This is an optimization exercise on Yosys and OpenROAD, whose aim is small area, a short achievable clock period and few clock cycles per item, not a production implementation. No functional check of the RTL was part of any run shown here. Power figures rest on the tool's default switching activity, not on a simulated workload.

$ cat flow/design.v
`default_nettype none
package tlb_pkg;
	typedef logic [19-1:0] vpn2_t;
	typedef logic [8-1:0] asid_t;
	typedef logic [20-1:0] pfn_t;
	typedef logic [2:0] cache_attr_t;
	typedef logic [$clog2(32)-1:0] tlb_index_t;
	typedef logic [32-1:0] hit_vec_t;
	typedef logic [32-1:0] vaddr_t;
	typedef logic [32-1:0] paddr_t;
	typedef logic [31:0] entry_word_t;
endpackage
`default_nettype wire
`default_nettype none
package tlb_cmd_pkg;
	typedef enum logic [1:0] {
		op_write = 2'd0,
		op_probe = 2'd1,
		op_translate = 2'd2
	} tlb_op_e;
	typedef enum logic {
		st_empty = 1'b0,
		st_full = 1'b1
	} stage_state_e;
endpackage
`default_nettype wire
`timescale 1ns/10ps
`default_nettype none
module tlb_top (
	input wire logic clk,
	input wire logic rst,
	input wire logic cmd_valid,
	output logic cmd_ready,
	input tlb_cmd_pkg::tlb_op_e cmd_op,
	input tlb_pkg::tlb_index_t cmd_index,
	input tlb_pkg::entry_word_t cmd_entryhi,
	input tlb_pkg::entry_word_t cmd_entrylo0,
	input tlb_pkg::entry_word_t cmd_entrylo1,
	input tlb_pkg::vaddr_t cmd_vaddr,
	output logic rsp_valid,
	input wire logic rsp_ready,
	output tlb_cmd_pkg::tlb_op_e rsp_op,
	output tlb_pkg::paddr_t rsp_paddr,
	output logic rsp_refill,
	output logic rsp_invalid,
	output logic rsp_modified,
	output logic rsp_found,
	output tlb_pkg::tlb_index_t rsp_index
);
	localparam int N = 32;
	logic [18:0] t_vpn2 [N];
	logic [7:0] t_asid [N];
	logic [N-1:0] t_global;
	logic [N-1:0] t_valid;
	logic [21:0] d_lo0 [N];
	logic [21:0] d_lo1 [N];
	logic s0_v;
	logic [1:0] s0_op;
	logic s0_wr;
	logic [4:0] s0_idx;
	logic [18:0] s0_vpn2;
	logic [7:0] s0_asid;
	logic s0_g;
	logic [43:0] s0_pl;
	logic s1_v;
	logic [1:0] s1_op;
	logic s1_wr;
	logic s1_probe;
	logic s1_tr_map;
	logic s1_tr_unm;
	logic [4:0] s1_idx;
	logic [N-1:0] s1_hit;
	logic [43:0] s1_pl;
	logic s2_v;
	logic [1:0] s2_op;
	logic [N-1:0] s2_first0;
	logic [N-1:0] s2_first1;
	logic s2_use_pfn;
	logic s2_refill;
	logic s2_found;
	logic [4:0] s2_index;
	logic [31:0] s2_base;
	logic out_v;
	logic skid_v;
	logic [42:0] out_q;
	logic [42:0] skid_q;
	logic rdy_q;
	logic s0_ld, s1_ld, s2_ld, s3_ld;
	logic out_ld;
	assign s3_ld = !skid_v;
	assign s2_ld = !s2_v || s3_ld;
	assign s1_ld = !s1_v || s2_ld;
	assign s0_ld = !s0_v || s1_ld;
	assign out_ld = !out_v || rsp_ready;
	assign cmd_ready = rdy_q;
	logic take;
	assign take = cmd_valid && rdy_q;
	logic [43:0] lo_fields;
	assign lo_fields = {cmd_entrylo1[25:6], cmd_entrylo1[2], cmd_entrylo1[1],
		cmd_entrylo0[25:6], cmd_entrylo0[2], cmd_entrylo0[1]};
	always_ff @(posedge clk) begin
		if (s0_ld) begin
			s0_op <= cmd_op;
			s0_wr <= (cmd_op == 2'd0);
			s0_idx <= cmd_index;
			s0_vpn2 <= cmd_op[1] ? cmd_vaddr[31:13] : cmd_entryhi[31:13];
			s0_asid <= cmd_entryhi[7:0];
			s0_g <= cmd_entrylo0[0] & cmd_entrylo1[0];
			s0_pl[43:13] <= lo_fields[43:13];
			s0_pl[12:0] <= cmd_op[1] ? cmd_vaddr[12:0] : lo_fields[12:0];
		end
	end
	logic [N-1:0] hit;
	always_comb begin
		for (int i = 0; i < N; i++) begin
			hit[i] = t_valid[i] && (t_vpn2[i] == s0_vpn2)
				&& (t_global[i] || (t_asid[i] == s0_asid));
		end
	end
	logic tag_we;
	assign tag_we = s0_v && s1_ld && s0_wr;
	always_ff @(posedge clk) begin
		for (int i = 0; i < N; i++) begin
			if (tag_we && s0_idx == 5'(i)) begin
				t_vpn2[i] <= s0_vpn2;
				t_asid[i] <= s0_asid;
				t_global[i] <= s0_g;
			end
		end
	end
	always_ff @(posedge clk) begin
		if (rst) begin
			t_valid <= '0;
		end else begin
			for (int i = 0; i < N; i++) begin
				if (tag_we && s0_idx == 5'(i)) t_valid[i] <= 1'b1;
			end
		end
	end
	always_ff @(posedge clk) begin
		if (s1_ld) begin
			s1_op <= s0_op;
			s1_wr <= s0_wr;
			s1_probe <= (s0_op == 2'd1);
			s1_tr_map <= (s0_op == 2'd2) && !s0_vpn2[18];
			s1_tr_unm <= (s0_op == 2'd2) && s0_vpn2[18];
			s1_idx <= s0_idx;
			s1_hit <= hit;
			s1_pl[43:32] <= s0_pl[43:32];
			s1_pl[31:13] <= s0_op[1] ? s0_vpn2 : s0_pl[31:13];
			s1_pl[12:0] <= s0_pl[12:0];
		end
	end
	logic [N-1:0] lower;
	logic [N-1:0] first;
	logic any_hit;
	assign any_hit = |s1_hit;
	logic [4:0] enc;
	always_comb begin
		lower[0] = 1'b0;
		for (int i = 1; i < N; i++) lower[i] = lower[i-1] | s1_hit[i-1];
		first = s1_hit & ~lower;
		enc = '0;
		for (int i = 0; i < N; i++) enc = enc | ({5{first[i]}} & 5'(i));
	end
	always_ff @(posedge clk) begin
		if (s2_ld) begin
			s2_op <= s1_op;
			s2_first0 <= first & {N{s1_tr_map && !s1_pl[12]}};
			s2_first1 <= first & {N{s1_tr_map && s1_pl[12]}};
			s2_use_pfn <= s1_tr_map && any_hit;
			s2_refill <= s1_tr_map && !any_hit;
			s2_found <= s1_probe && any_hit;
			s2_index <= {5{s1_probe}} & enc;
			s2_base[31:12] <= {20{s1_tr_unm}} & s1_pl[31:12];
			s2_base[11:0] <= {12{s1_tr_unm || (s1_tr_map && any_hit)}} & s1_pl[11:0];
		end
	end
	logic data_we;
	assign data_we = s1_v && s2_ld && s1_wr;
	always_ff @(posedge clk) begin
		for (int i = 0; i < N; i++) begin
			if (data_we && s1_idx == 5'(i)) begin
				d_lo0[i] <= s1_pl[21:0];
				d_lo1[i] <= s1_pl[43:22];
			end
		end
	end
	logic [21:0] sel;
	always_comb begin
		sel = '0;
		for (int i = 0; i < N; i++) begin
			sel = sel | ({22{s2_first0[i]}} & d_lo0[i])
				| ({22{s2_first1[i]}} & d_lo1[i]);
		end
	end
	logic [42:0] res;
	logic [31:0] r_paddr;
	always_comb begin
		r_paddr[31:12] = s2_base[31:12] | sel[21:2];
		r_paddr[11:0] = s2_base[11:0];
		res = {s2_op, r_paddr, s2_refill, s2_use_pfn && !sel[0],
			sel[0] && !sel[1], s2_found, s2_index};
	end
	logic [42:0] out_n;
	logic [42:0] rsp_q;
	assign out_n = out_ld ? (skid_v ? skid_q : res) : out_q;
	always_ff @(posedge clk) begin
		if (!skid_v) skid_q <= res;
		out_q <= out_n;
	end
	always_ff @(posedge clk) begin
		if (rst) rsp_q <= '0;
		else rsp_q <= out_n;
	end
	logic s0_v_n, s1_v_n, s2_v_n, out_v_n, skid_v_n;
	always_comb begin
		s0_v_n = s0_ld ? take : s0_v;
		s1_v_n = s1_ld ? s0_v : s1_v;
		s2_v_n = s2_ld ? s1_v : s2_v;
		if (out_ld) begin
			out_v_n = skid_v || (s2_v && s3_ld);
			skid_v_n = 1'b0;
		end else begin
			out_v_n = out_v;
			skid_v_n = skid_v || (s2_v && s3_ld);
		end
	end
	always_ff @(posedge clk) begin
		if (rst) begin
			s0_v <= 1'b0;
			s1_v <= 1'b0;
			s2_v <= 1'b0;
			out_v <= 1'b0;
			skid_v <= 1'b0;
			rdy_q <= 1'b1;
		end else begin
			s0_v <= s0_v_n;
			s1_v <= s1_v_n;
			s2_v <= s2_v_n;
			out_v <= out_v_n;
			skid_v <= skid_v_n;
			rdy_q <= !(s0_v_n && s1_v_n && s2_v_n && skid_v_n);
		end
	end
	assign rsp_valid = out_v;
	logic [1:0] rsp_op_w;
	assign rsp_op = tlb_cmd_pkg::tlb_op_e'(rsp_op_w);
	assign {rsp_op_w, rsp_paddr, rsp_refill, rsp_invalid, rsp_modified, rsp_found,
		rsp_index} = rsp_q;
endmodule
`default_nettype wire
$ cat flow/flow/run.sh
#!/bin/bash
# The standard layout, with the clock tree built from larger sink
# clusters and without dummy loads, and small port buffers.  ORFS logs stay
# under orfs/logs.
export CTS_ARGS="-sink_clustering_enable -repair_clock_nets -dont_use_dummy_load -sink_clustering_size 30 -sink_clustering_max_diameter 80"
export BUFFER_PORTS_ARGS="-buffer_cell sky130_fd_sc_hd__buf_2"
bash standard.sh > standard.log 2>&1
$ cat flow/standard.sh
#!/bin/bash
# synth_recipe.tcl (not shown) runs the flow's synth.tcl, then flattens the netlist and writes it again
# the make line also repeats each setting of config.mk as NAME=value (left out here)
make -C /OpenROAD-flow-scripts/flow DESIGN_CONFIG=/design/flow/config.mk WORK_HOME=/design/flow/orfs CLKGATE_MAP_FILE= SYNTH_SCRIPT=/design/flow/synth_recipe.tcl "${@:-finish}"
$ cat flow/config.mk
export PLATFORM = sky130hd
export DESIGN_NAME = tlb_top
export DESIGN_NICKNAME = tlb_top
export VERILOG_FILES = /design/flow/design.v
export SDC_FILE = /design/flow/constraint.sdc
export NUM_CORES = 4
export LEC_CHECK = 0
export CAP_MARGIN = 20
export CORE_MARGIN = 2
export CORE_UTILIZATION = 60
export PLACE_DENSITY = 0.7
export SETUP_SLACK_MARGIN = 3.5
export SLEW_MARGIN = 20
$ cat flow/constraint.sdc
create_clock -name core_clock -period 6.0 [get_ports {clk}]
set_input_delay 1.2000 -clock core_clock [delete_from_list [all_inputs] [get_ports {clk}]]
set_output_delay 1.2000 -clock core_clock [all_outputs]
set_load 0.01 [all_outputs]
==> flow_summary.toml, run 1 <==
[status]
outcome = "timing/DRC/antenna clean"

[routing]
route.vias.total = 58700
route.detailed.drc = 0
routed_wl_mm = 316
drt_first_pass_iters = 8
drt_iter0_drc = 10100
wire_per_inst_um = 37.6
ant_nets = 0
via_per_inst = 6.97

[placed_design]
port_buffers = 160
gp_congestion = 0.831
hpwl_mm = 153

[logic_synthesis]
syn_area_um2 = 103000
synthSimpleGateAreaFrac = 0.0549
yosys.cell_types.count = 56
avgSynthCellArea_um2 = 17.7
synth-adder-area-share = 0.0000976
synth_compound_area_frac = 0.0615
synth_seq_cells = 2744
yosys_most_used_dff = "edfxtp_1"
synth-seq-area-share = 0.787
ys_warn_count = 5
synth_top_family_by_area = "XOR/XNOR gates"
synth.mux.area_fraction = 0.00791
synthArstFlopShare = 0
syn_inst = 5788
synth_xor_area_frac = 0.0738
synth_nets = 5927
synth_edf_count = 2577

[floorplanning]
start_util = 0.604
fp.dieW_um = 417
ios = 184
core-area_um2 = 170000
fp.dieArea_um2 = 174000
die_height_um = 417
rows = 151

[sta]
fin_crit_sh = 0.448
fin_crit_ps = 2690
fin_skew_ps = 123
fin_setup_tns_ps = 0
rsz0062_at_grt = "yes"
holdWs_ps = 348
worstMarginPinSlew_ps = 1210
finalHoldViolations = 0
max_freq_ghz = 0.372
max_slew_margin = 0.191
setup_viol_count_final = 0
slew_viol_final = 0

[worst_setup_path]
crit_type = "flip-flop to flip-flop"
cp_max_fo = 22
start_kind = "flip-flop"
cp.required_ps = 6700
arrival_ps = 3390
worst_setup_path_end_kind = "flip-flop"

[job]
cap_violations = 0

[power]
pwr-share-clk = 0.283
p_sw_mw = 6.52
seq_power_share = 0.674
p_leak_nw = 37.2
power_density_nw_per_um2 = 275
p_int_mw = 25.0
combPwrFrac = 0.044
peakVddDrop_mv = 0.245
swShare = 0.207
power.total_mw = 31.5

[clock_tree]
cts_made_buffers = 116
ctsRootBufferMaster = "clkbuf_16"
clock_sinks = 2744
clkTransAtPathRegs_ps = 110
clk_latency_ps = 840
clk_path_buf_depth = 3
h-tree-depth = 3
cts_tree = "done"

[global_route]
grt-busiest-layer = "met2"
grt_pass1_vias = 55900
use_met3 = 0.112
grt_pass1_wl_mm = 430
grt_overflow_total = 0
antenna_found_initial = 12
grt_use_total = 0.358
grt_max_degree = 66
grtUsageMet1 = 0.459
grtUsageMet2 = 0.543

[final_layout]
utilization = 0.675
drive_gt1_frac = 0.169
nets = 6321
area_growth_syn_to_layout_pct = 11.7

[worst_hold_path]
hold_path.class = "flip-flop to flip-flop"
## repair_timing
item                                    in CTS  in global routing
endpoints found under the setup margin    2558                764
gates resized for setup                    370                151
hold buffers                                 0                  0
gates cloned                                28                  6
setup buffers                              100                 31
pin swaps                                   59                 87
## area by class of cell
class                      instances  area, µm²
clock buffer                     116       2900
sequential                      2744      80800
tap                             2218       2780
fill                           10900      55100
antenna                           18       45.0
inverter                          17       68.8
multi-input combinational       2754      21800
timing repair buffer             549       6150
## layer usage
metal | wire length [µm] | part of all wire | up-vias
li1 | - | - | 23400
met3 | 45100 | 0.14 | 1185
met4 | 24700 | 0.078 | 8
met1 | 106000 | 0.34 | 29300
met5 | 74 | 0.00023 | -
met2 | 141000 | 0.44 | 4726
## power groups by stage
stage	registers (mW)	clock network, mW	logic, mW
2_1_floorplan	21.7	0	0.588
3_3_place_gp	21.7	0	1.16
3_5_place_dp	21.7	0	1.20
4_1_cts	21.3	8.87	1.28
5_1_grt	21.2	9.44	1.45
6_report	21.2	8.90	1.38
## cell usage after synthesis (46+ instances only)
cell	n	area share
and2_1	58	0.0035
a22o_1	146	0.012
xor2_1	640	0.055
nand4_1	200	0.012
nor4_1	197	0.012
buf_2	61	0.0030
xnor2_1	224	0.019
mux2_2	72	0.0079
nand2_1	71	0.0026
buf_1	51	0.0019
nor2_1	255	0.0093
dfxtp_1	167	0.033
nand3_1	46	0.0022
edfxtp_1	2577	0.75
a221oi_1	132	0.011
a22oi_1	370	0.027
a21oi_1	52	0.0025
clkbuf_1	125	0.0046
## state kept, by name (all words and copies together), names as in the netlist, 43 cells and up
signal,count
d_lo0,704
rsp_q,43
s0_pl,44
d_lo1,704
t_vpn2,608
s1_pl,44
out_q,43
t_asid,256
skid_q,43
## worst paths after layout
| check | slack [ps] | startpoint | cells after the start | endpoint |
|---|---|---|---|---|
| setup / recovery | 3310 | s2_first0[24] | 7 | rsp_q[31] |
| hold / removal | 350 | s1_op[0] | 0 | s2_op[0] |
| setup reg to reg | 3310 | s2_first0[24] | 7 | rsp_q[31] |
| hold reg to reg | 350 | s1_op[0] | 0 | s2_op[0] |
## cells in the final DEF, fill, tap and decap left out, types with 11 or more instances in the layout
cell type / n
a22oi_1: 324
or4_4: 31
a221oi_2: 17
nand4_1: 200
buf_4: 175
xor2_1: 640
and2_1: 54
buf_16: 18
a211oi_1: 12
a222oi_1: 21
or3_4: 12
a22oi_2: 56
mux2_2: 72
nor4_1: 187
buf_6: 92
edfxtp_1: 2577
dfxtp_1: 134
xnor2_1: 224
nor3_4: 16
dfxtp_2: 28
inv_1: 16
nor2b_1: 38
buf_8: 31
clkbuf_16: 122
buf_2: 128
nand3_2: 11
buf_12: 91
diode_2: 18
nand3_1: 39
nand2_1: 65
nor2_2: 24
and3_1: 13
nand2b_1: 32
a21oi_1: 50
nor2_1: 205
a22o_1: 146
a221oi_1: 119
nor2_4: 32
## worst max-delay path: stages (launching register included)
cell and delay (ps):
edfxtp_1 450, buf_12 220, a22oi_1 250, nand4_1 120
or4_4 450, or4_4 700, a31oi_4 240, nor2_1 50
## through the flow
stage / instance area [µm²] / instances / setup WS (ps)
after global routing: 115000 / 8402 / 3310
final: 115000 / 8416 / 3310
after global placement: 107000 / 8094 / 2070
after floorplan: 103000 / 5788 / 2760
after detailed placement: 107000 / 8101 / 2020
after CTS: 113000 / 8345 / 3370
## logic make-up after synthesis
group,Yosys count
XOR/XNOR,864
AND/OR/NAND/NOR,1019
buffers and inverters,298
AO/OA/AOI/OAI,790
adder cells (fa/ha/maj),1
multiplexers,72
flip-flops,2744
==> run 2: changes to the inputs <==
==> flow/flow/run.sh (replaced) <==
#!/bin/bash
# The standard layout, with the clock tree built from larger sink
# clusters and without dummy loads.  ORFS logs stay under orfs/logs.
export CTS_ARGS="-sink_clustering_enable -repair_clock_nets -dont_use_dummy_load -sink_clustering_size 30 -sink_clustering_max_diameter 80"
bash standard.sh > standard.log 2>&1
--- a/flow/config.mk
+++ b/flow/config.mk
@@ -11,3 +11,3 @@
 export PLACE_DENSITY = 0.7
-export SETUP_SLACK_MARGIN = 3.5
+export SETUP_SLACK_MARGIN = 3.6
 export SLEW_MARGIN = 20
==> run 2 against run 1 <==
Against the previous run:
- combinational power increased by 5%
- sequential cell count unchanged
- cell count rose by 1.5%
- wire length increased by 6.1%
- clock skew fell by 29 ps
- core utilization grew 1.6 points
- largest cell class unchanged
- still clean on timing, DRC and antenna
- global-route usage increased by 0.64 points
- critical endpoint is now rsp_q[22]
- first-iteration DRC count is 17% higher
- sequential share of layout area shrank 1.7 points
==> flow_summary.toml, run 2 <==
[floorplanning]
ios = 184
start_util = 0.604
rows = 151
die_height_um = 417
core-area_um2 = 170000
fp.dieArea_um2 = 174000
fp.dieW_um = 417

[clock_tree]
clk_path_buf_depth = 3
clk_latency_ps = 850
cts_tree = "done"
h-tree-depth = 3
postCtsHoldBufs = 0
ctsRootBufferMaster = "clkbuf_16"
clkTransAtPathRegs_ps = 110
cts_made_buffers = 117
clock_sinks = 2744

[placed_design]
port_buffers = 160
pre_cts_ws_ps = 2240
hpwl_mm = 156
gp_congestion = 0.889

[sta]
setup_ws_ps = 3240
max_slew_margin = 0.179
worstMarginPinSlew_ps = 1230
rsz0062_at_grt = "yes"
slew_viol_final = 0
fin_crit_ps = 2760
max_freq_ghz = 0.363
setup_viol_count_final = 0
fin_skew_ps = 94.0
fin_setup_tns_ps = 0
holdWs_ps = 387
finalHoldViolations = 0
fin_crit_sh = 0.460

[power]
p_leak_nw = 38.1
power.total_mw = 31.6
peakVddDrop_mv = 0.289
power_density_nw_per_um2 = 269

[logic_synthesis]
ys_warn_count = 5
avgSynthCellArea_um2 = 17.7
synthArstFlopShare = 0
yosys.cell_types.count = 56
synth.area.top_cells = "edfxtp_1 (75%), xor2_1 (5.5%), dfxtp_1 (3.3%)"
syn_area_um2 = 103000
yosys_most_used_dff = "edfxtp_1"
synth.most_common_cell = "edfxtp_1"
synth-seq-area-share = 0.787
syn_inst = 5788
synth_nets = 5927
yosysTopAreaCell = "edfxtp_1"
synth.top_cells.by_count = "edfxtp_1 (2577), xor2_1 (640), a22oi_1 (370)"
synth_edf_count = 2577
synth_top_area_share = 0.755
synth_seq_cells = 2744

[worst_hold_path]
hold_path.class = "flip-flop to flip-flop"

[global_route]
antenna_found_initial = 30
grt_pass1_wl_mm = 436
grt_use_total = 0.364
grt_max_degree = 66
grt_overflow_total = 0
grt_pass1_vias = 56200

[routing]
route.vias.total = 61000
drt_first_pass_iters = 8
ant_nets = 0
routed_wl_mm = 336
wl_met3_mm = 49.7
drt_iter0_drc = 11800
wire_per_inst_um = 39.3
via_per_inst = 7.14
drt-met1-wl_mm = 109
routed.top_layer = "met5"
route.detailed.drc = 0
route.met2.wl_mm = 147

[final_layout]
top_regs = "d_lo0: 704 flops, d_lo1: 704 flops, t_vpn2: 608 flops"
area_growth_syn_to_layout_pct = 14.4
mostFrequentLayoutCells = "edfxtp_1 (2577), xor2_1 (640), a22oi_1 (305)"
fillerInstances = 10500
nets = 6428
layout_commonest_cell = "edfxtp_1"
drive_gt1_frac = 0.175
utilization = 0.691

[status]
outcome = "timing/DRC/antenna clean"

[worst_setup_path]
r2r_setup_slack_ps = 3240
arrival_ps = 3480
critPathMaxStageDelay_ps = 670
crit_family = "compound AO/OA/AOI/OAI gates"
crit_chain = "buf_6 > a22o_1 > a2111oi_0 > nand4_1 > or4_4 > nand3_4 > a21oi_1"
cp.required_ps = 6720
path_buf_inv = 1
start_kind = "flip-flop"
crit_slowest_cell = "a2111oi_0"
worst_setup_path_end_kind = "flip-flop"
crit_type = "flip-flop to flip-flop"
cp_max_fo = 22

[job]
cap_violations = 0
## run 2: cell counts after synthesis
Identical to the previous run, type by type.
## run 2: logic make-up after synthesis
family,count (synthesis),synth area share
AND/OR/NAND/NOR,1019,0.0549
multiplexers,72,0.00791
AO/OA/AOI/OAI,790,0.0615
flip-flops,2744,0.787
adder cells (fa/ha/maj),1,0.0000976
buffers and inverters,298,0.0145
XOR/XNOR,864,0.0738
## run 2: routing by layer
layer | global-route usage | vias up
li1 | - | 23600
met1 | 0.459 | 30400
met2 | 0.553 | 5474
met3 | 0.120 | 1526
met4 | 0.216 | 30
met5 | 0 | -
## run 2: worst paths after layout
path                                   start  cells past startpoint   endpoint
worst min-delay path                s1_op[0]                      0   s2_op[0]
worst max register to register  s2_first1[8]                      7  rsp_q[22]
worst max-delay path            s2_first1[8]                      7  rsp_q[22]
worst min register to register      s1_op[0]                      0   s2_op[0]
## run 2: power by group
group	internal, mW	switching (mW)	leakage [nW]
sequential	21.1	0.137	25.2
clock	3.48	5.45	1.44
combinational	0.490	0.958	11.5
total	25.1	6.55	38.1
## run 2: cell type report
type                    count  area (µm²)  share of cell area
diodes                     35        87.6            0.000747
clock buffers             117        2930              0.0250
inverters                  17        66.3            0.000565
multi-input cells        2752       22200               0.189
flip-flops and latches   2744       80800               0.689
well taps                2218        2780              0.0237
repair buffers            657        8460              0.0721
## run 2: repair_timing
action	in CTS	in global routing
setup endpoints to repair	2614	1144
hold endpoints to repair	0	0
gates cloned	32	26
gates resized for setup	633	205
pin swaps	65	86
buffers inserted	121	84
## run 2: worst register-to-register path, delay by kind of cell, from the launching register on
kind	cells	cell delay [ps]
buf+inv	1	270
flops	1	420
compound gates	3	1080
simple gates	3	930
## run 2: through the flow
stage | area (µm²) | instances
2_1_floorplan | 103000 | 5788
3_3_place_gp | 108000 | 8112
3_5_place_dp | 108000 | 8117
4_1_cts | 115000 | 8387
5_1_grt | 117000 | 8508
6_report | 117000 | 8540

-- static timing again, ports no longer ideal --
In the flow no input, the clock included, has a driving cell. The finished layouts below were timed again as built, in two steps.
Step 1 (the two cells are an assumption about what drives the block):
set clk [get_ports {clk}]
set_driving_cell -lib_cell sky130_fd_sc_hd__clkbuf_16 $clk
set_driving_cell -lib_cell sky130_fd_sc_hd__buf_2 [delete_from_list [all_inputs] $clk]
Step 2 adds t to the input delays and takes it off the output delays; t is the mean of the earliest and latest rising clock arrival at the registers after step 1. Input paths then give back, and output paths get back, about the clock's delay inside the block.
Slacks: no drivers / after step 1 / after step 2; pairs: no drivers / after step 1.
| run | shift t [ns] | setup slack, ns | worst register clock-pin slew, ns | worst slew at a driven data input, ns |
|---|---|---|---|---|
| run 1 | 0.869 | 3.314 / 3.314 / 3.162 | 0.11 / 0.11 | 0.06 |
| run 2 | 0.897 | 3.242 / 3.242 / 2.866 | 0.12 / 0.12 | 0.11 |
After both steps every run listed still meets setup and hold. The setup slack of run 2, which loses most, moves by 0.000 ns with the drivers and by -0.376 ns with both steps.
